What follows belongs to an exercise in optimizing a design on an open flow for small area, a short achievable clock period and few clock cycles; a production flow would make more cautious choices. Only simulation tests tie the RTL to the original design; equivalence was not proved. Power figures rest on the tool's default switching activity, not on a simulated workload.

### design/flow/design.v
package pcpi_mmul_pkg;
  localparam logic [6:0] OPC_CUSTOM0 = 7'b0001011;
  localparam logic [2:0] F3_WRITE = 3'b000;
  localparam logic [2:0] F3_READ  = 3'b010;
  localparam logic [2:0] F3_RUN   = 3'b111;
  localparam logic [2:0] F3_CLEAR = 3'b101;
  localparam logic [7:0] REG_A      = 8'h00;
  localparam logic [7:0] REG_B      = 8'h40;
  localparam logic [7:0] REG_BIAS   = 8'h80;
  localparam logic [7:0] REG_THRESH = 8'hC0;
  typedef enum logic [1:0] {
    S_IDLE,
    S_RESP,
    S_RUN,
    S_DONE
  } state_t;
endpackage
module pcpi_mmul_pe (
  input  logic [16:0] a,
  input  logic [7:0] one,
  input  logic [7:0] two,
  input  logic [7:0] neg,
  input  logic [32:0] x0,
  output logic [32:0] s,
  output logic [32:0] c
);
  wire neg0 = neg[0];
  wire one0 = one[0];
  wire two0 = two[0];
  wire [17:0] pp0 = ({18{one0}} & {a[16], a} | {18{two0}} & {a, 1'b0}) ^ {18{neg0}};
  wire neg1 = neg[1];
  wire one1 = one[1];
  wire two1 = two[1];
  wire [17:0] pp1 = ({18{one1}} & {a[16], a} | {18{two1}} & {a, 1'b0}) ^ {18{neg1}};
  wire neg2 = neg[2];
  wire one2 = one[2];
  wire two2 = two[2];
  wire [17:0] pp2 = ({18{one2}} & {a[16], a} | {18{two2}} & {a, 1'b0}) ^ {18{neg2}};
  wire neg3 = neg[3];
  wire one3 = one[3];
  wire two3 = two[3];
  wire [17:0] pp3 = ({18{one3}} & {a[16], a} | {18{two3}} & {a, 1'b0}) ^ {18{neg3}};
  wire neg4 = neg[4];
  wire one4 = one[4];
  wire two4 = two[4];
  wire [17:0] pp4 = ({18{one4}} & {a[16], a} | {18{two4}} & {a, 1'b0}) ^ {18{neg4}};
  wire neg5 = neg[5];
  wire one5 = one[5];
  wire two5 = two[5];
  wire [17:0] pp5 = ({18{one5}} & {a[16], a} | {18{two5}} & {a, 1'b0}) ^ {18{neg5}};
  wire neg6 = neg[6];
  wire one6 = one[6];
  wire two6 = two[6];
  wire [17:0] pp6 = ({18{one6}} & {a[16], a} | {18{two6}} & {a, 1'b0}) ^ {18{neg6}};
  wire neg7 = neg[7];
  wire one7 = one[7];
  wire two7 = two[7];
  wire [17:0] pp7 = ({18{one7}} & {a[16], a} | {18{two7}} & {a, 1'b0}) ^ {18{neg7}};
  wire s1;
  wire c2;
  assign s1 = pp0[14] ^ pp1[12];
  assign c2 = pp0[14] & pp1[12];
  wire s3;
  wire c4;
  assign s3 = pp0[15] ^ pp1[13];
  assign c4 = pp0[15] & pp1[13];
  wire s5;
  wire c6;
  assign s5 = pp0[16] ^ pp1[14];
  assign c6 = pp0[16] & pp1[14];
  wire s7;
  wire c8;
  assign s7 = ~pp0[17] ^ pp1[15] ^ pp2[13];
  assign c8 = (~pp0[17] & pp1[15]) | (~pp0[17] & pp2[13]) | (pp1[15] & pp2[13]);
  wire s9;
  wire c10;
  assign s9 = pp1[16] ^ pp2[14];
  assign c10 = pp1[16] & pp2[14];
  wire s11;
  wire c12;
  assign s11 = pp0[8] ^ pp1[6];
  assign c12 = pp0[8] & pp1[6];
  wire s13;
  wire c14;
  assign s13 = pp0[9] ^ pp1[7];
  assign c14 = pp0[9] & pp1[7];
  wire s15;
  wire c16;
  assign s15 = pp0[10] ^ pp1[8] ^ pp2[6];
  assign c16 = (pp0[10] & pp1[8]) | (pp0[10] & pp2[6]) | (pp1[8] & pp2[6]);
  wire s17;
  wire c18;
  assign s17 = pp3[4] ^ pp4[2];
  assign c18 = pp3[4] & pp4[2];
  wire s19;
  wire c20;
  assign s19 = pp0[11] ^ pp1[9] ^ pp2[7];
  assign c20 = (pp0[11] & pp1[9]) | (pp0[11] & pp2[7]) | (pp1[9] & pp2[7]);
  wire s21;
  wire c22;
  assign s21 = pp3[5] ^ pp4[3];
  assign c22 = pp3[5] & pp4[3];
  wire s23;
  wire c24;
  assign s23 = pp0[12] ^ pp1[10] ^ pp2[8];
  assign c24 = (pp0[12] & pp1[10]) | (pp0[12] & pp2[8]) | (pp1[10] & pp2[8]);
  wire s25;
  wire c26;
  assign s25 = pp3[6] ^ pp4[4] ^ pp5[2];
  assign c26 = (pp3[6] & pp4[4]) | (pp3[6] & pp5[2]) | (pp4[4] & pp5[2]);
  wire s27;
  wire c28;
  assign s27 = pp6[0] ^ neg6;
  assign c28 = pp6[0] & neg6;
  wire s29;
  wire c30;
  assign s29 = pp0[13] ^ pp1[11] ^ pp2[9];
  assign c30 = (pp0[13] & pp1[11]) | (pp0[13] & pp2[9]) | (pp1[11] & pp2[9]);
  wire s31;
  wire c32;
  assign s31 = pp3[7] ^ pp4[5] ^ pp5[3];
  assign c32 = (pp3[7] & pp4[5]) | (pp3[7] & pp5[3]) | (pp4[5] & pp5[3]);
  wire s33;
  wire c34;
  assign s33 = pp6[1] ^ x0[13];
  assign c34 = pp6[1] & x0[13];
  wire s35;
  wire c36;
  assign s35 = s1 ^ pp2[10] ^ pp3[8];
  assign c36 = (s1 & pp2[10]) | (s1 & pp3[8]) | (pp2[10] & pp3[8]);
  wire s37;
  wire c38;
  assign s37 = pp4[6] ^ pp5[4] ^ pp6[2];
  assign c38 = (pp4[6] & pp5[4]) | (pp4[6] & pp6[2]) | (pp5[4] & pp6[2]);
  wire s39;
  wire c40;
  assign s39 = pp7[0] ^ neg7 ^ x0[14];
  assign c40 = (pp7[0] & neg7) | (pp7[0] & x0[14]) | (neg7 & x0[14]);
  wire s41;
  wire c42;
  assign s41 = c2 ^ s3 ^ pp2[11];
  assign c42 = (c2 & s3) | (c2 & pp2[11]) | (s3 & pp2[11]);
  wire s43;
  wire c44;
  assign s43 = pp3[9] ^ pp4[7] ^ pp5[5];
  assign c44 = (pp3[9] & pp4[7]) | (pp3[9] & pp5[5]) | (pp4[7] & pp5[5]);
  wire s45;
  wire c46;
  assign s45 = pp6[3] ^ pp7[1] ^ x0[15];
  assign c46 = (pp6[3] & pp7[1]) | (pp6[3] & x0[15]) | (pp7[1] & x0[15]);
  wire s47;
  wire c48;
  assign s47 = c4 ^ s5 ^ pp2[12];
  assign c48 = (c4 & s5) | (c4 & pp2[12]) | (s5 & pp2[12]);
  wire s49;
  wire c50;
  assign s49 = pp3[10] ^ pp4[8] ^ pp5[6];
  assign c50 = (pp3[10] & pp4[8]) | (pp3[10] & pp5[6]) | (pp4[8] & pp5[6]);
  wire s51;
  wire c52;
  assign s51 = pp6[4] ^ pp7[2] ^ x0[16];
  assign c52 = (pp6[4] & pp7[2]) | (pp6[4] & x0[16]) | (pp7[2] & x0[16]);
  wire s53;
  wire c54;
  assign s53 = c6 ^ s7 ^ pp3[11];
  assign c54 = (c6 & s7) | (c6 & pp3[11]) | (s7 & pp3[11]);
  wire s55;
  wire c56;
  assign s55 = pp4[9] ^ pp5[7] ^ pp6[5];
  assign c56 = (pp4[9] & pp5[7]) | (pp4[9] & pp6[5]) | (pp5[7] & pp6[5]);
  wire s57;
  wire c58;
  assign s57 = pp7[3] ^ x0[17] ^ 1'b1;
  assign c58 = (pp7[3] & x0[17]) | (pp7[3] & 1'b1) | (x0[17] & 1'b1);
  wire s59;
  wire c60;
  assign s59 = c8 ^ s9 ^ pp3[12];
  assign c60 = (c8 & s9) | (c8 & pp3[12]) | (s9 & pp3[12]);
  wire s61;
  wire c62;
  assign s61 = pp4[10] ^ pp5[8] ^ pp6[6];
  assign c62 = (pp4[10] & pp5[8]) | (pp4[10] & pp6[6]) | (pp5[8] & pp6[6]);
  wire s63;
  wire c64;
  assign s63 = pp7[4] ^ x0[18] ^ 1'b1;
  assign c64 = (pp7[4] & x0[18]) | (pp7[4] & 1'b1) | (x0[18] & 1'b1);
  wire s65;
  wire c66;
  assign s65 = c10 ^ ~pp1[17] ^ pp2[15];
  assign c66 = (c10 & ~pp1[17]) | (c10 & pp2[15]) | (~pp1[17] & pp2[15]);
  wire s67;
  wire c68;
  assign s67 = pp3[13] ^ pp4[11] ^ pp5[9];
  assign c68 = (pp3[13] & pp4[11]) | (pp3[13] & pp5[9]) | (pp4[11] & pp5[9]);
  wire s69;
  wire c70;
  assign s69 = pp6[7] ^ pp7[5] ^ x0[19];
  assign c70 = (pp6[7] & pp7[5]) | (pp6[7] & x0[19]) | (pp7[5] & x0[19]);
  wire s71;
  wire c72;
  assign s71 = pp2[16] ^ pp3[14] ^ pp4[12];
  assign c72 = (pp2[16] & pp3[14]) | (pp2[16] & pp4[12]) | (pp3[14] & pp4[12]);
  wire s73;
  wire c74;
  assign s73 = pp5[10] ^ pp6[8] ^ pp7[6];
  assign c74 = (pp5[10] & pp6[8]) | (pp5[10] & pp7[6]) | (pp6[8] & pp7[6]);
  wire s75;
  wire c76;
  assign s75 = x0[20] ^ 1'b1;
  assign c76 = x0[20] & 1'b1;
  wire s77;
  wire c78;
  assign s77 = ~pp2[17] ^ pp3[15] ^ pp4[13];
  assign c78 = (~pp2[17] & pp3[15]) | (~pp2[17] & pp4[13]) | (pp3[15] & pp4[13]);
  wire s79;
  wire c80;
  assign s79 = pp5[11] ^ pp6[9] ^ pp7[7];
  assign c80 = (pp5[11] & pp6[9]) | (pp5[11] & pp7[7]) | (pp6[9] & pp7[7]);
  wire s81;
  wire c82;
  assign s81 = pp3[16] ^ pp4[14] ^ pp5[12];
  assign c82 = (pp3[16] & pp4[14]) | (pp3[16] & pp5[12]) | (pp4[14] & pp5[12]);
  wire s83;
  wire c84;
  assign s83 = pp6[10] ^ pp7[8];
  assign c84 = pp6[10] & pp7[8];
  wire s85;
  wire c86;
  assign s85 = ~pp3[17] ^ pp4[15] ^ pp5[13];
  assign c86 = (~pp3[17] & pp4[15]) | (~pp3[17] & pp5[13]) | (pp4[15] & pp5[13]);
  wire s87;
  wire c88;
  assign s87 = pp4[16] ^ pp5[14];
  assign c88 = pp4[16] & pp5[14];
  wire s89;
  wire c90;
  assign s89 = pp0[4] ^ pp1[2];
  assign c90 = pp0[4] & pp1[2];
  wire s91;
  wire c92;
  assign s91 = pp0[5] ^ pp1[3];
  assign c92 = pp0[5] & pp1[3];
  wire s93;
  wire c94;
  assign s93 = pp0[6] ^ pp1[4] ^ pp2[2];
  assign c94 = (pp0[6] & pp1[4]) | (pp0[6] & pp2[2]) | (pp1[4] & pp2[2]);
  wire s95;
  wire c96;
  assign s95 = pp3[0] ^ neg3;
  assign c96 = pp3[0] & neg3;
  wire s97;
  wire c98;
  assign s97 = pp0[7] ^ pp1[5] ^ pp2[3];
  assign c98 = (pp0[7] & pp1[5]) | (pp0[7] & pp2[3]) | (pp1[5] & pp2[3]);
  wire s99;
  wire c100;
  assign s99 = pp3[1] ^ x0[7];
  assign c100 = pp3[1] & x0[7];
  wire s101;
  wire c102;
  assign s101 = s11 ^ pp2[4] ^ pp3[2];
  assign c102 = (s11 & pp2[4]) | (s11 & pp3[2]) | (pp2[4] & pp3[2]);
  wire s103;
  wire c104;
  assign s103 = pp4[0] ^ neg4 ^ x0[8];
  assign c104 = (pp4[0] & neg4) | (pp4[0] & x0[8]) | (neg4 & x0[8]);
  wire s105;
  wire c106;
  assign s105 = c12 ^ s13 ^ pp2[5];
  assign c106 = (c12 & s13) | (c12 & pp2[5]) | (s13 & pp2[5]);
  wire s107;
  wire c108;
  assign s107 = pp3[3] ^ pp4[1] ^ x0[9];
  assign c108 = (pp3[3] & pp4[1]) | (pp3[3] & x0[9]) | (pp4[1] & x0[9]);
  wire s109;
  wire c110;
  assign s109 = c14 ^ s15 ^ s17;
  assign c110 = (c14 & s15) | (c14 & s17) | (s15 & s17);
  wire s111;
  wire c112;
  assign s111 = pp5[0] ^ neg5 ^ x0[10];
  assign c112 = (pp5[0] & neg5) | (pp5[0] & x0[10]) | (neg5 & x0[10]);
  wire s113;
  wire c114;
  assign s113 = c16 ^ c18 ^ s19;
  assign c114 = (c16 & c18) | (c16 & s19) | (c18 & s19);
  wire s115;
  wire c116;
  assign s115 = s21 ^ pp5[1] ^ x0[11];
  assign c116 = (s21 & pp5[1]) | (s21 & x0[11]) | (pp5[1] & x0[11]);
  wire s117;
  wire c118;
  assign s117 = c20 ^ c22 ^ s23;
  assign c118 = (c20 & c22) | (c20 & s23) | (c22 & s23);
  wire s119;
  wire c120;
  assign s119 = s25 ^ s27 ^ x0[12];
  assign c120 = (s25 & s27) | (s25 & x0[12]) | (s27 & x0[12]);
  wire s121;
  wire c122;
  assign s121 = c24 ^ c26 ^ c28;
  assign c122 = (c24 & c26) | (c24 & c28) | (c26 & c28);
  wire s123;
  wire c124;
  assign s123 = s29 ^ s31 ^ s33;
  assign c124 = (s29 & s31) | (s29 & s33) | (s31 & s33);
  wire s125;
  wire c126;
  assign s125 = c30 ^ c32 ^ c34;
  assign c126 = (c30 & c32) | (c30 & c34) | (c32 & c34);
  wire s127;
  wire c128;
  assign s127 = s35 ^ s37 ^ s39;
  assign c128 = (s35 & s37) | (s35 & s39) | (s37 & s39);
  wire s129;
  wire c130;
  assign s129 = c36 ^ c38 ^ c40;
  assign c130 = (c36 & c38) | (c36 & c40) | (c38 & c40);
  wire s131;
  wire c132;
  assign s131 = s41 ^ s43 ^ s45;
  assign c132 = (s41 & s43) | (s41 & s45) | (s43 & s45);
  wire s133;
  wire c134;
  assign s133 = c42 ^ c44 ^ c46;
  assign c134 = (c42 & c44) | (c42 & c46) | (c44 & c46);
  wire s135;
  wire c136;
  assign s135 = s47 ^ s49 ^ s51;
  assign c136 = (s47 & s49) | (s47 & s51) | (s49 & s51);
  wire s137;
  wire c138;
  assign s137 = c48 ^ c50 ^ c52;
  assign c138 = (c48 & c50) | (c48 & c52) | (c50 & c52);
  wire s139;
  wire c140;
  assign s139 = s53 ^ s55 ^ s57;
  assign c140 = (s53 & s55) | (s53 & s57) | (s55 & s57);
  wire s141;
  wire c142;
  assign s141 = c54 ^ c56 ^ c58;
  assign c142 = (c54 & c56) | (c54 & c58) | (c56 & c58);
  wire s143;
  wire c144;
  assign s143 = s59 ^ s61 ^ s63;
  assign c144 = (s59 & s61) | (s59 & s63) | (s61 & s63);
  wire s145;
  wire c146;
  assign s145 = c60 ^ c62 ^ c64;
  assign c146 = (c60 & c62) | (c60 & c64) | (c62 & c64);
  wire s147;
  wire c148;
  assign s147 = s65 ^ s67 ^ s69;
  assign c148 = (s65 & s67) | (s65 & s69) | (s67 & s69);
  wire s149;
  wire c150;
  assign s149 = c66 ^ c68 ^ c70;
  assign c150 = (c66 & c68) | (c66 & c70) | (c68 & c70);
  wire s151;
  wire c152;
  assign s151 = s71 ^ s73 ^ s75;
  assign c152 = (s71 & s73) | (s71 & s75) | (s73 & s75);
  wire s153;
  wire c154;
  assign s153 = c72 ^ c74 ^ c76;
  assign c154 = (c72 & c74) | (c72 & c76) | (c74 & c76);
  wire s155;
  wire c156;
  assign s155 = s77 ^ s79 ^ x0[21];
  assign c156 = (s77 & s79) | (s77 & x0[21]) | (s79 & x0[21]);
  wire s157;
  wire c158;
  assign s157 = c78 ^ c80 ^ s81;
  assign c158 = (c78 & c80) | (c78 & s81) | (c80 & s81);
  wire s159;
  wire c160;
  assign s159 = s83 ^ x0[22] ^ 1'b1;
  assign c160 = (s83 & x0[22]) | (s83 & 1'b1) | (x0[22] & 1'b1);
  wire s161;
  wire c162;
  assign s161 = c82 ^ c84 ^ s85;
  assign c162 = (c82 & c84) | (c82 & s85) | (c84 & s85);
  wire s163;
  wire c164;
  assign s163 = pp6[11] ^ pp7[9] ^ x0[23];
  assign c164 = (pp6[11] & pp7[9]) | (pp6[11] & x0[23]) | (pp7[9] & x0[23]);
  wire s165;
  wire c166;
  assign s165 = c86 ^ s87 ^ pp6[12];
  assign c166 = (c86 & s87) | (c86 & pp6[12]) | (s87 & pp6[12]);
  wire s167;
  wire c168;
  assign s167 = pp7[10] ^ x0[24] ^ 1'b1;
  assign c168 = (pp7[10] & x0[24]) | (pp7[10] & 1'b1) | (x0[24] & 1'b1);
  wire s169;
  wire c170;
  assign s169 = c88 ^ ~pp4[17] ^ pp5[15];
  assign c170 = (c88 & ~pp4[17]) | (c88 & pp5[15]) | (~pp4[17] & pp5[15]);
  wire s171;
  wire c172;
  assign s171 = pp6[13] ^ pp7[11] ^ x0[25];
  assign c172 = (pp6[13] & pp7[11]) | (pp6[13] & x0[25]) | (pp7[11] & x0[25]);
  wire s173;
  wire c174;
  assign s173 = pp5[16] ^ pp6[14] ^ pp7[12];
  assign c174 = (pp5[16] & pp6[14]) | (pp5[16] & pp7[12]) | (pp6[14] & pp7[12]);
  wire s175;
  wire c176;
  assign s175 = x0[26] ^ 1'b1;
  assign c176 = x0[26] & 1'b1;
  wire s177;
  wire c178;
  assign s177 = ~pp5[17] ^ pp6[15] ^ pp7[13];
  assign c178 = (~pp5[17] & pp6[15]) | (~pp5[17] & pp7[13]) | (pp6[15] & pp7[13]);
  wire s179;
  wire c180;
  assign s179 = pp6[16] ^ pp7[14];
  assign c180 = pp6[16] & pp7[14];
  wire s181;
  wire c182;
  assign s181 = pp0[2] ^ pp1[0];
  assign c182 = pp0[2] & pp1[0];
  wire s183;
  wire c184;
  assign s183 = pp0[3] ^ pp1[1];
  assign c184 = pp0[3] & pp1[1];
  wire s185;
  wire c186;
  assign s185 = s89 ^ pp2[0] ^ neg2;
  assign c186 = (s89 & pp2[0]) | (s89 & neg2) | (pp2[0] & neg2);
  wire s187;
  wire c188;
  assign s187 = c90 ^ s91 ^ pp2[1];
  assign c188 = (c90 & s91) | (c90 & pp2[1]) | (s91 & pp2[1]);
  wire s189;
  wire c190;
  assign s189 = c92 ^ s93 ^ s95;
  assign c190 = (c92 & s93) | (c92 & s95) | (s93 & s95);
  wire s191;
  wire c192;
  assign s191 = c94 ^ c96 ^ s97;
  assign c192 = (c94 & c96) | (c94 & s97) | (c96 & s97);
  wire s193;
  wire c194;
  assign s193 = c98 ^ c100 ^ s101;
  assign c194 = (c98 & c100) | (c98 & s101) | (c100 & s101);
  wire s195;
  wire c196;
  assign s195 = c102 ^ c104 ^ s105;
  assign c196 = (c102 & c104) | (c102 & s105) | (c104 & s105);
  wire s197;
  wire c198;
  assign s197 = c106 ^ c108 ^ s109;
  assign c198 = (c106 & c108) | (c106 & s109) | (c108 & s109);
  wire s199;
  wire c200;
  assign s199 = c110 ^ c112 ^ s113;
  assign c200 = (c110 & c112) | (c110 & s113) | (c112 & s113);
  wire s201;
  wire c202;
  assign s201 = c114 ^ c116 ^ s117;
  assign c202 = (c114 & c116) | (c114 & s117) | (c116 & s117);
  wire s203;
  wire c204;
  assign s203 = c118 ^ c120 ^ s121;
  assign c204 = (c118 & c120) | (c118 & s121) | (c120 & s121);
  wire s205;
  wire c206;
  assign s205 = c122 ^ c124 ^ s125;
  assign c206 = (c122 & c124) | (c122 & s125) | (c124 & s125);
  wire s207;
  wire c208;
  assign s207 = c126 ^ c128 ^ s129;
  assign c208 = (c126 & c128) | (c126 & s129) | (c128 & s129);
  wire s209;
  wire c210;
  assign s209 = c130 ^ c132 ^ s133;
  assign c210 = (c130 & c132) | (c130 & s133) | (c132 & s133);
  wire s211;
  wire c212;
  assign s211 = c134 ^ c136 ^ s137;
  assign c212 = (c134 & c136) | (c134 & s137) | (c136 & s137);
  wire s213;
  wire c214;
  assign s213 = c138 ^ c140 ^ s141;
  assign c214 = (c138 & c140) | (c138 & s141) | (c140 & s141);
  wire s215;
  wire c216;
  assign s215 = c142 ^ c144 ^ s145;
  assign c216 = (c142 & c144) | (c142 & s145) | (c144 & s145);
  wire s217;
  wire c218;
  assign s217 = c146 ^ c148 ^ s149;
  assign c218 = (c146 & c148) | (c146 & s149) | (c148 & s149);
  wire s219;
  wire c220;
  assign s219 = c150 ^ c152 ^ s153;
  assign c220 = (c150 & c152) | (c150 & s153) | (c152 & s153);
  wire s221;
  wire c222;
  assign s221 = c154 ^ c156 ^ s157;
  assign c222 = (c154 & c156) | (c154 & s157) | (c156 & s157);
  wire s223;
  wire c224;
  assign s223 = c158 ^ c160 ^ s161;
  assign c224 = (c158 & c160) | (c158 & s161) | (c160 & s161);
  wire s225;
  wire c226;
  assign s225 = c162 ^ c164 ^ s165;
  assign c226 = (c162 & c164) | (c162 & s165) | (c164 & s165);
  wire s227;
  wire c228;
  assign s227 = c166 ^ c168 ^ s169;
  assign c228 = (c166 & c168) | (c166 & s169) | (c168 & s169);
  wire s229;
  wire c230;
  assign s229 = c170 ^ c172 ^ s173;
  assign c230 = (c170 & c172) | (c170 & s173) | (c172 & s173);
  wire s231;
  wire c232;
  assign s231 = c174 ^ c176 ^ s177;
  assign c232 = (c174 & c176) | (c174 & s177) | (c176 & s177);
  wire s233;
  wire c234;
  assign s233 = c178 ^ s179 ^ x0[28];
  assign c234 = (c178 & s179) | (c178 & x0[28]) | (s179 & x0[28]);
  wire s235;
  wire c236;
  assign s235 = c180 ^ ~pp6[17] ^ pp7[15];
  assign c236 = (c180 & ~pp6[17]) | (c180 & pp7[15]) | (~pp6[17] & pp7[15]);
  wire s237;
  wire c238;
  assign s237 = pp7[16] ^ x0[30];
  assign c238 = pp7[16] & x0[30];
  wire s239;
  wire c240;
  assign s239 = pp0[0] ^ neg0;
  assign c240 = pp0[0] & neg0;
  wire s241;
  wire c242;
  assign s241 = pp0[1] ^ x0[1];
  assign c242 = pp0[1] & x0[1];
  wire s243;
  wire c244;
  assign s243 = s181 ^ neg1 ^ x0[2];
  assign c244 = (s181 & neg1) | (s181 & x0[2]) | (neg1 & x0[2]);
  wire s245;
  wire c246;
  assign s245 = c182 ^ s183 ^ x0[3];
  assign c246 = (c182 & s183) | (c182 & x0[3]) | (s183 & x0[3]);
  wire s247;
  wire c248;
  assign s247 = c184 ^ s185 ^ x0[4];
  assign c248 = (c184 & s185) | (c184 & x0[4]) | (s185 & x0[4]);
  wire s249;
  wire c250;
  assign s249 = c186 ^ s187 ^ x0[5];
  assign c250 = (c186 & s187) | (c186 & x0[5]) | (s187 & x0[5]);
  wire s251;
  wire c252;
  assign s251 = c188 ^ s189 ^ x0[6];
  assign c252 = (c188 & s189) | (c188 & x0[6]) | (s189 & x0[6]);
  wire s253;
  wire c254;
  assign s253 = c190 ^ s191 ^ s99;
  assign c254 = (c190 & s191) | (c190 & s99) | (s191 & s99);
  wire s255;
  wire c256;
  assign s255 = c192 ^ s193 ^ s103;
  assign c256 = (c192 & s193) | (c192 & s103) | (s193 & s103);
  wire s257;
  wire c258;
  assign s257 = c194 ^ s195 ^ s107;
  assign c258 = (c194 & s195) | (c194 & s107) | (s195 & s107);
  wire s259;
  wire c260;
  assign s259 = c196 ^ s197 ^ s111;
  assign c260 = (c196 & s197) | (c196 & s111) | (s197 & s111);
  wire s261;
  wire c262;
  assign s261 = c198 ^ s199 ^ s115;
  assign c262 = (c198 & s199) | (c198 & s115) | (s199 & s115);
  wire s263;
  wire c264;
  assign s263 = c200 ^ s201 ^ s119;
  assign c264 = (c200 & s201) | (c200 & s119) | (s201 & s119);
  wire s265;
  wire c266;
  assign s265 = c202 ^ s203 ^ s123;
  assign c266 = (c202 & s203) | (c202 & s123) | (s203 & s123);
  wire s267;
  wire c268;
  assign s267 = c204 ^ s205 ^ s127;
  assign c268 = (c204 & s205) | (c204 & s127) | (s205 & s127);
  wire s269;
  wire c270;
  assign s269 = c206 ^ s207 ^ s131;
  assign c270 = (c206 & s207) | (c206 & s131) | (s207 & s131);
  wire s271;
  wire c272;
  assign s271 = c208 ^ s209 ^ s135;
  assign c272 = (c208 & s209) | (c208 & s135) | (s209 & s135);
  wire s273;
  wire c274;
  assign s273 = c210 ^ s211 ^ s139;
  assign c274 = (c210 & s211) | (c210 & s139) | (s211 & s139);
  wire s275;
  wire c276;
  assign s275 = c212 ^ s213 ^ s143;
  assign c276 = (c212 & s213) | (c212 & s143) | (s213 & s143);
  wire s277;
  wire c278;
  assign s277 = c214 ^ s215 ^ s147;
  assign c278 = (c214 & s215) | (c214 & s147) | (s215 & s147);
  wire s279;
  wire c280;
  assign s279 = c216 ^ s217 ^ s151;
  assign c280 = (c216 & s217) | (c216 & s151) | (s217 & s151);
  wire s281;
  wire c282;
  assign s281 = c218 ^ s219 ^ s155;
  assign c282 = (c218 & s219) | (c218 & s155) | (s219 & s155);
  wire s283;
  wire c284;
  assign s283 = c220 ^ s221 ^ s159;
  assign c284 = (c220 & s221) | (c220 & s159) | (s221 & s159);
  wire s285;
  wire c286;
  assign s285 = c222 ^ s223 ^ s163;
  assign c286 = (c222 & s223) | (c222 & s163) | (s223 & s163);
  wire s287;
  wire c288;
  assign s287 = c224 ^ s225 ^ s167;
  assign c288 = (c224 & s225) | (c224 & s167) | (s225 & s167);
  wire s289;
  wire c290;
  assign s289 = c226 ^ s227 ^ s171;
  assign c290 = (c226 & s227) | (c226 & s171) | (s227 & s171);
  wire s291;
  wire c292;
  assign s291 = c228 ^ s229 ^ s175;
  assign c292 = (c228 & s229) | (c228 & s175) | (s229 & s175);
  wire s293;
  wire c294;
  assign s293 = c230 ^ s231 ^ x0[27];
  assign c294 = (c230 & s231) | (c230 & x0[27]) | (s231 & x0[27]);
  wire s295;
  wire c296;
  assign s295 = c232 ^ s233 ^ 1'b1;
  assign c296 = (c232 & s233) | (c232 & 1'b1) | (s233 & 1'b1);
  wire s297;
  wire c298;
  assign s297 = c234 ^ s235 ^ x0[29];
  assign c298 = (c234 & s235) | (c234 & x0[29]) | (s235 & x0[29]);
  wire s299;
  wire c300;
  assign s299 = c236 ^ s237 ^ 1'b1;
  assign c300 = (c236 & s237) | (c236 & 1'b1) | (s237 & 1'b1);
  wire s301;
  wire c302;
  assign s301 = c238 ^ ~pp7[17] ^ x0[31];
  assign c302 = (c238 & ~pp7[17]) | (c238 & x0[31]) | (~pp7[17] & x0[31]);
  wire s303;
  wire c304;
  assign s303 = x0[32] ^ 1'b1;
  assign c304 = x0[32] & 1'b1;
  assign s = {c302, c300, c298, c296, c294, c292, c290, c288, c286, c284, c282, c280, c278, c276, c274, c272, c270, c268, c266, c264, c262, c260, c258, c256, c254, c252, c250, c248, c246, c244, c242, c240, s239};
  assign c = {s303, s301, s299, s297, s295, s293, s291, s289, s287, s285, s283, s281, s279, s277, s275, s273, s271, s269, s267, s265, s263, s261, s259, s257, s255, s253, s251, s249, s247, s245, s243, s241, x0[0]};
endmodule
module pcpi_systolic_mmul #(
  parameter int N    = 3,
  parameter int DW   = 16,
  parameter int ACCW = 2*DW+$clog2(N)+1
) (
  input  logic        clk,
  input  logic        resetn,
  input  logic        pcpi_valid,
  input  logic [31:0] pcpi_insn,
  input  logic [31:0] pcpi_rs1,
  input  logic [31:0] pcpi_rs2,
  output logic        pcpi_wr,
  output logic [31:0] pcpi_rd,
  output logic        pcpi_wait,
  output logic        pcpi_ready
);
  localparam int NN = 9;
  localparam int PW = 33;
  logic [15:0]   a_m    [NN];
  logic [15:0]   b_m    [NN];
  logic [15:0]   bias_m [NN];
  logic [15:0]   thresh;
  logic [PW-1:0] cp     [NN];
  logic [PW-1:0] c_m    [NN];    
  logic          c_zero;         
  function automatic logic [31:0] sat32(input logic [PW-1:0] v);
    if (v[32] != v[31]) sat32 = v[32] ? 32'h8000_0000 : 32'h7fff_ffff;
    else                sat32 = v[31:0];
  endfunction
  logic [2:0] f3;
  logic       is_op, blocked;
  logic       f_write, f_read, f_run, f_clear, accept;
  assign f3      = pcpi_insn[14:12];
  assign is_op   = pcpi_valid && (pcpi_insn[6:0] == pcpi_mmul_pkg::OPC_CUSTOM0) && !blocked;
  assign f_write = is_op && (f3 == pcpi_mmul_pkg::F3_WRITE);
  assign f_read  = is_op && (f3 == pcpi_mmul_pkg::F3_READ);
  assign f_run   = is_op && (f3 == pcpi_mmul_pkg::F3_RUN);
  assign f_clear = is_op && (f3 == pcpi_mmul_pkg::F3_CLEAR);
  assign accept  = f_write || f_read || f_run || f_clear;
  logic [7:0] idx;
  logic [8:0] idx_oh;      
  logic       hi_zero, w_ok;
  assign idx     = pcpi_rs1[7:0];
  assign hi_zero = (pcpi_rs1[31:8] == '0);
  always_comb
    for (int k = 0; k < NN; k++) idx_oh[k] = (idx[3:0] == 4'(k));
  assign w_ok    = hi_zero && (((idx[7:6] != 2'b11) && (idx[5:4] == 2'b00) && (|idx_oh))
                               || (idx == pcpi_mmul_pkg::REG_THRESH));
  logic [PW-1:0] rd_raw;
  logic [31:0]   rd_val;
  always_comb begin
    rd_raw = '0;
    for (int k = 0; k < NN; k++)
      rd_raw = rd_raw | (c_m[k] & {PW{idx_oh[k]}});
    rd_val = sat32(rd_raw);
    if (idx[7:4] != 4'd0 || c_zero) rd_val = '0;
  end
  logic          rst_q;        
  logic          w_pend;       
  logic [1:0]    w_mat;        
  logic [8:0]    w_oh;         
  logic [15:0]   w_data;
  logic [15:0] w_old;
  logic [16:0] delta;
  always_comb begin
    w_old = '0;
    for (int k = 0; k < NN; k++)
      w_old = w_old | ({16{w_oh[k]}} & ((w_mat == 2'd0) ? a_m[k] :
                                        (w_mat == 2'd1) ? b_m[k] : bias_m[k]));
    delta = {w_data[15], w_data} - {w_old[15], w_old};
  end
  logic [2:0] w_r, w_c;
  assign w_r = {|w_oh[8:6], |w_oh[5:3], |w_oh[2:0]};
  assign w_c = {w_oh[8] | w_oh[5] | w_oh[2], w_oh[7] | w_oh[4] | w_oh[1], w_oh[6] | w_oh[3] | w_oh[0]};
  function automatic logic [8:0] rot_row(input logic [8:0] x);
    rot_row = {x[7:6], x[8], x[4:3], x[5], x[1:0], x[2]};
  endfunction
  function automatic logic [8:0] rot_col(input logic [8:0] x);
    rot_col = {x[5:0], x[8:6]};
  endfunction
  logic        s1_act;
  logic [8:0]  s1_tgt;
  logic [8:0] rmask, cmask, hit_a, hit_b, tgt0, oh0;
  logic [2:0] t_r, t_c;
  always_comb begin
    rmask = {{3{w_r[2]}}, {3{w_r[1]}}, {3{w_r[0]}}};
    cmask = {3{w_c}};
    hit_a = s1_tgt & rmask & {9{s1_act}};
    hit_b = s1_tgt & cmask & {9{s1_act}};
    if (w_mat == 2'd0)
      tgt0 = (hit_a != '0) ? rot_row(hit_a) : {2'b00, w_r[2], 2'b00, w_r[1], 2'b00, w_r[0]};
    else
      tgt0 = (hit_b != '0) ? rot_col(hit_b) : {6'd0, w_c};
    t_r = {|tgt0[8:6], |tgt0[5:3], |tgt0[2:0]};
    t_c = {tgt0[8] | tgt0[5] | tgt0[2], tgt0[7] | tgt0[4] | tgt0[1], tgt0[6] | tgt0[3] | tgt0[0]};
    if (w_mat == 2'd0)
      oh0 = {{3{w_c[2]}} & t_c, {3{w_c[1]}} & t_c, {3{w_c[0]}} & t_c};
    else
      oh0 = {{3{t_r[2]}} & w_r, {3{t_r[1]}} & w_r, {3{t_r[0]}} & w_r};
  end
  logic       nx_isa;          
  logic       nx_bias;         
  logic [1:0] nx_cnt;          
  logic [8:0] nx_oh, nx_tgt;
  logic       ld0, ld_ab;
  logic [8:0] op_oh;
  logic       op_isa;
  assign ld0    = w_pend && (w_mat != 2'd3);
  assign ld_ab  = w_pend && !w_mat[1];
  assign op_oh  = ld_ab ? oh0 : nx_oh;
  assign op_isa = ld_ab ? (w_mat == 2'd0) : nx_isa;
  logic [15:0] op_val;
  always_comb begin
    op_val = '0;
    for (int k = 0; k < NN; k++)
      op_val = op_val | ({16{op_oh[k]}} & (op_isa ? b_m[k] : a_m[k]));
    if (!ld_ab && nx_bias) op_val = 16'd1;
  end
  logic [7:0] b_one, b_two, b_neg;
  always_comb begin
    for (int i = 0; i < 8; i++) begin
      logic [2:0] d;
      d = {op_val[2*i+1], op_val[2*i], (i == 0) ? 1'b0 : op_val[(i == 0) ? 0 : 2*i-1]};
      b_neg[i] = d[2] & ~(d[1] & d[0]);
      b_one[i] = d[1] ^ d[0];
      b_two[i] = (d == 3'b011) || (d == 3'b100);
    end
  end
  logic [16:0]   s1_delta;
  logic [7:0]    s1_one, s1_two, s1_neg;
  logic [PW-1:0] cp_sel, pp_s, pp_c;
  always_comb begin
    cp_sel = '0;
    for (int k = 0; k < NN; k++)
      cp_sel = cp_sel | (cp[k] & {PW{s1_tgt[k]}});
  end
  pcpi_mmul_pe u_mul (
    .a   (s1_delta),
    .one (s1_one),
    .two (s1_two),
    .neg (s1_neg),
    .x0  (cp_sel),
    .s   (pp_s),
    .c   (pp_c)
  );
  logic [8:0]    s2_tgt;       
  logic [PW-1:0] s2_s, s2_c, cp_sum;
  assign cp_sum = s2_s + s2_c;
  function automatic logic ge16(input logic [15:0] x, input logic [15:0] y);
    logic [15:0] g, q;
    logic [7:0]  g1, q1;
    logic [3:0]  g2, q2;
    logic [1:0]  g3, q3;
    g = x & ~y;
    q = x | ~y;
    for (int i = 0; i < 8; i++) begin
      g1[i] = g[2*i+1] | (q[2*i+1] & g[2*i]);
      q1[i] = q[2*i+1] & q[2*i];
    end
    for (int i = 0; i < 4; i++) begin
      g2[i] = g1[2*i+1] | (q1[2*i+1] & g1[2*i]);
      q2[i] = q1[2*i+1] & q1[2*i];
    end
    for (int i = 0; i < 2; i++) begin
      g3[i] = g2[2*i+1] | (q2[2*i+1] & g2[2*i]);
      q3[i] = q2[2*i+1] & q2[2*i];
    end
    ge16 = g3[1] | (q3[1] & (g3[0] | q3[0]));
  endfunction
  function automatic logic ge_t(input logic [PW-1:0] v, input logic [15:0] t);
    if (v[32:15] == '0 || v[32:15] == '1)
      ge_t = ge16({~v[15], v[14:0]}, {~t[15], t[14:0]});
    else
      ge_t = ~v[32];
  endfunction
  logic [8:0] mask;
  always_comb
    for (int k = 0; k < NN; k++) mask[k] = ge_t(cp[k], thresh);
  logic run_pend, busy, answer;
  assign busy   = w_pend || s1_act || (nx_cnt != '0) || (s2_tgt != '0);
  assign answer = run_pend && !busy;
  always_ff @(posedge clk) begin
    pcpi_wr <= f3[1];
    pcpi_rd <= f3[0] ? {23'd0, mask} : rd_val;
    w_data  <= resetn ? pcpi_rs2[15:0] : 16'd0;
    w_mat   <= idx[7:6];
    w_oh    <= idx_oh;
    if (!resetn) begin
      rst_q      <= 1'b1;
      blocked    <= 1'b0;
      pcpi_ready <= 1'b0;
      pcpi_wait  <= 1'b0;
      run_pend   <= 1'b0;
      w_pend     <= 1'b0;
    end else begin
      rst_q      <= 1'b0;
      pcpi_ready <= f_write || f_read || f_clear || answer;
      if (!pcpi_valid) blocked <= 1'b0;
      if (accept) blocked <= 1'b1;
      w_pend <= f_write && w_ok;
      if (f_run) begin
        run_pend  <= 1'b1;
        pcpi_wait <= 1'b1;
      end
      if (answer) begin
        run_pend  <= 1'b0;
        pcpi_wait <= 1'b0;
      end
    end
  end
  always_ff @(posedge clk) begin
    if (!resetn || f_clear) c_zero <= 1'b1;
    else if (answer)        c_zero <= 1'b0;
    for (int k = 0; k < NN; k++)
      if (answer) c_m[k] <= cp[k];
  end
  always_ff @(posedge clk) begin
    for (int k = 0; k < NN; k++) begin
      if (rst_q || (w_pend && w_mat == 2'd0 && w_oh[k])) a_m[k]    <= w_data;
      if (rst_q || (w_pend && w_mat == 2'd1 && w_oh[k])) b_m[k]    <= w_data;
      if (rst_q || (w_pend && w_mat == 2'd2 && w_oh[k])) bias_m[k] <= w_data;
    end
    if (rst_q || (w_pend && w_mat == 2'd3)) thresh <= w_data;
  end
  always_ff @(posedge clk) begin
    if (!resetn) begin
      s1_act <= 1'b0;
      nx_cnt <= '0;
    end else if (ld0) begin
      s1_act   <= ld_ab;
      s1_delta <= delta;
      s1_tgt   <= tgt0;
      nx_cnt   <= ld_ab ? 2'd2 : 2'd1;
      nx_isa   <= (w_mat == 2'd0);
      nx_bias  <= w_mat[1];
      nx_oh    <= (w_mat == 2'd0) ? rot_row(oh0) : rot_col(oh0);
      nx_tgt   <= w_mat[1] ? w_oh : (w_mat == 2'd0) ? rot_row(tgt0) : rot_col(tgt0);
    end else if (nx_cnt != 2'd0) begin
      s1_act <= 1'b1;
      s1_tgt <= nx_tgt;
      nx_cnt <= nx_cnt - 2'd1;
      nx_oh  <= nx_isa ? rot_row(nx_oh) : rot_col(nx_oh);
      nx_tgt <= nx_isa ? rot_row(nx_tgt) : rot_col(nx_tgt);
    end else begin
      s1_act <= 1'b0;
    end
    s1_one <= b_one;
    s1_two <= b_two;
    s1_neg <= b_neg;
  end
  always_ff @(posedge clk) begin
    if (!resetn) begin
      s2_tgt <= '0;
      s2_s   <= '0;
      s2_c   <= '0;
    end else begin
      s2_tgt <= s1_act ? s1_tgt : 9'd0;
      s2_s   <= pp_s;
      s2_c   <= pp_c;
    end
    for (int k = 0; k < NN; k++)
      if (rst_q || s2_tgt[k]) cp[k] <= cp_sum;
  end
endmodule
### design/flow/run.sh
#!/bin/bash
# synth_recipe.tcl (not shown) runs the flow's synth.tcl, then flattens the netlist and writes it again
# the make line also repeats each setting of config.mk as NAME=value (left out here)
make -C /OpenROAD-flow-scripts/flow DESIGN_CONFIG=/design/flow/config.mk WORK_HOME=/design/flow/orfs CLKGATE_MAP_FILE= SYNTH_SCRIPT=/design/flow/synth_recipe.tcl finish
### design/flow/config.mk
export PLATFORM = sky130hd
export DESIGN_NAME = pcpi_systolic_mmul
export DESIGN_NICKNAME = pcpi_systolic_mmul
export VERILOG_FILES = /design/flow/design.v
export SDC_FILE = /design/flow/constraint.sdc
export NUM_CORES = 4
export LEC_CHECK = 0
export CAP_MARGIN = 20
export CORE_MARGIN = 2
export CORE_UTILIZATION = 40
export SLEW_MARGIN = 20
### design/flow/constraint.sdc
create_clock -name core_clock -period 14.0 [get_ports {clk}]
set_input_delay 2.8000 -clock core_clock [delete_from_list [all_inputs] [get_ports {clk}]]
set_output_delay 2.8000 -clock core_clock [all_outputs]
set_load 0.01 [all_outputs]
==> notes.md <==
-- cell families after synthesis --
family | share of synthesized area [%]
AO/OA/AOI/OAI | 13.5
XOR/XNOR | 2.64
adder cells (fa/ha/maj) | 7.00
buffers and inverters | 3.36
flip-flops | 60.4
multiplexers | 4.22
AND/OR/NAND/NOR | 8.82
-- cell type report --
type | instances | area [um^2]
fill | 13140 | 80200
sequential | 1256 | 36000
multi-input combinational | 2902 | 21800
clock buffer | 180 | 3730
tap | 1930 | 2410
timing repair buffer | 243 | 2070
inverter | 228 | 863
clock inverter | 72 | 741
antenna | 3 | 7.51
-- cells in the final DEF, fill, tap and decap left out, types with 82 or more instances in the layout --
cell / count
nand3_1: 86
clkdlybuf4s50_1: 94
a222oi_1: 84
a22oi_1: 272
xor2_1: 82
buf_4: 144
nand2_1: 405
and2_1: 82
mux2i_1: 231
edfxtp_1: 1088
clkbuf_16: 142
o21ai_0: 221
fa_1: 119
xnor2_1: 92
nor2_1: 118
ha_1: 91
inv_1: 216
dfxtp_1: 161
a21oi_1: 177
-- stage by stage --
stage / cells / hold WS (ps) / worst slack [ps] / area, um^2
floorplan: 4687 / 403 / 6140 / 59600
global placement: 6554 / 466 / 7340 / 63100
detailed placement: 6557 / 459 / 7320 / 63100
CTS: 6809 / 472 / 8140 / 67600
global route: 6811 / 490 / 7850 / 67600
finish: 6814 / 477 / 8020 / 67600
-- metal layers --
metal | vias up | track usage, %
met4 | 12 | 9.98
met1 | 21056 | 37.2
met2 | 2601 | 42.1
met5 | - | 0
li1 | 18042 | -
met3 | 534 | 5.17
-- worst min path at each step --
stage                   start         end  slack (ps)  cells after the start
finish               cp[0][2]   c_m[0][2]         480                      0
global route         cp[7][0]   c_m[7][0]         490                      0
CTS                 cp[6][32]  c_m[6][32]         470                      0
detailed placement   cp[7][0]   c_m[7][0]         460                      0
global placement     cp[7][0]   c_m[7][0]         470                      0
floorplan            w_mat[1]     nx_bias         400                      0
-- sequential cells by signal, indices dropped and copies added, names as in the netlist, 2 cells and up --
register,flops
c_m,297
cp,297
a_m,144
b_m,144
bias_m,144
s2_c,33
s2_s,33
pcpi_rd,32
s1_delta,17
thresh,16
w_data,16
nx_oh,9
nx_tgt,9
s1_tgt,9
s2_tgt,9
w_oh,9
s1_neg,8
s1_one,8
s1_two,8
nx_cnt,2
w_mat,2
-- power by group through the flow --
stage | Clock [uW] | Sequential, uW | Combinational, uW
after global routing | 3790 | 6120 | 3830
after detailed placement | 0 | 6120 | 3410
after CTS | 3650 | 6040 | 3430
after floorplan | 0 | 5660 | 2180
final | 3610 | 6090 | 3490
after global placement | 0 | 6110 | 3360
==> flow_summary.json <==
{
  "path_buf_inv": 5,
  "max-cap-violations": 0,
  "worst_pin_slew_ps": 1230,
  "arrival_ps": 6630,
  "path_class": "register to register",
  "crit_family": "buffers and inverters",
  "crit_path_top_delay_cell": "dfxtp_4",
  "ys_ff_latch": 1256,
  "final-hold-violation-count": 0,
  "slew_headroom_pct": 18.1,
  "coreArea_um2": 148000,
  "slew_violations": 0,
  "die_w_um": 390,
  "synthTopCellsByArea": "edfxtp_1 (55%), dfxtp_1 (5.6%), fa_1 (4.0%)",
  "critical_path_required_ps": 14650,
  "sequentialPowerShare_pct": 46.2,
  "setup_viol": 0,
  "timing.setup.tns_ps": 0,
  "rrSetupSlack_ps": 8020,
  "via_per_inst": 6.20,
  "path_cells": "buf_4 -> nor3b_1 -> buf_4 -> a21oi_4 -> buf_4 -> buf_12 -> mux2_2 -> a2bb2oi_1 -> o22ai_1 -> a211oi_1 -> o221ai_1 -> o41ai_2 -> inv_1 -> ha_1 -> mux2_1",
  "firstDrtPassIters": 9,
  "worstRegToRegCells": 15,
  "power_leakage_uw": 0.0244,
  "nets": 5077,
  "vias": 42245,
  "synth_common_cells": "edfxtp_1 (1088), nand2_1 (405), a22oi_1 (272)",
  "rows": 141,
  "clockRootBuffer": "clkbuf_16",
  "drc_errors": 0,
  "hpwlAfterDp_um": 134000,
  "switching_power_uw": 4620,
  "synth_cell_types": 88,
  "cts_max_path_buffers": 3,
  "cts.clk_slew.worst_paths_ps": 60,
  "crit_fanout": 102,
  "grt_pass1_vias": 40442,
  "area_growth_pct": 13.5,
  "avgSynthCellArea_um2": 12.7,
  "start_util_pct": 40.3,
  "hp-class": "register to register",
  "die_h_um": 390,
  "clkSinkCount": 1256,
  "ctsResizeCount": 0,
  "total_power_uw": 13200,
  "numCtsBuffers": 137,
  "antenna_left": 0,
  "rsz0062_at_grt": "false",
  "drt-wirelength-per-cell_um": 30.5,
  "post-route-util_pct": 45.8,
  "netlist_instances": 4687,
  "r2r_start": "w_mat[0]",
  "synthesis.nets": 4996,
  "syn-cell-area_um2": 59600,
  "yosys.area.top_type_share_pct": 54.8,
  "portBuffers": 95,
  "place.gp.congestion": 0.964,
  "p_int_uw": 8560,
  "dr_wl_met3_um": 22000,
  "grt_pass1_wl_um": 294000,
  "r2r-end": "s1_two[4]",
  "irDropWorstVdd_mv": 0.104,
  "crit_cells": 15,
  "swShare_pct": 35.0,
  "synth_area_leader_cell": "edfxtp_1",
  "async_flop_share_pct": 0,
  "fin_crit_ps": 5980,
  "post-cts-setup-buffers": 0,
  "cp_common_cell": "buf_4",
  "max_stage_delay_ps": 740,
  "drt_first_iter_violations": 6774,
  "critPathCaptureType": "register",
  "clkLatencyLatePin_ps": 770,
  "grt_use_total_pct": 26.9,
  "dr_wl_met2_um": 94200,
  "synth_edf_count": 1088,
  "crit_start": "w_mat[0]",
  "cts_tree": "done",
  "highest_layer": "met5",
  "drt_wl_total_um": 208000,
  "power_frac_clock_pct": 27.4,
  "outcome": "timing/DRC/antenna clean",
  "grt_max_degree": 115,
  "p_comb_share_pct": 26.5,
  "drive_gt1_share_pct": 8.89,
  "met1Wirelength_um": 82600,
  "clock.fmax_mhz": 167,
  "critPathLaunchType": "register",
  "hold_buffers": 0,
  "synth.most_common_cell": "edfxtp_1",
  "yosysWarnings": 6,
  "yosysSeqAreaShare_pct": 60.4,
  "antenna_found_initial": 10,
  "grt-ovfl-total": 0,
  "ys.flop_type": "edfxtp_1",
  "pin_count": 134,
  "crit_end": "s1_two[4]",
  "cts_htree_levels": 4,
  "skew_ps": 33.2,
  "die-area_um2": 152000,
  "power.density_nw_per_um2": 195,
  "period_share_pct": 42.7
}
Testbench counts, summed over its fixed seeds: cycles 19,035.

[what the ideal ports hide]
The flow's constraints put no driver on any port. The routed layout listed below was extracted and timed again, unchanged, in two steps.
Step 1 sets driving cells, clkbuf_16 on the clock port and buf_2 on the other inputs (assumed; they add their load-dependent delay and slew).
Step 2, shift: input delay + t, output delay - t, t = (earliest + latest rising clock arrival at the registers) / 2. This alone moves slack from input paths to output paths.
a / b / c = ideal ports / drivers / drivers and shift; a / b = the first two.
t, ns: 0.837
setup WS [ns]: 8.023 / 8.023 / 7.301
worst slew at a driven data input, ns: 0.05
After both steps setup and hold are still met in this run. For this run, drivers alone change the setup slack by 0.000 ns; drivers and shift together by -0.722 ns.
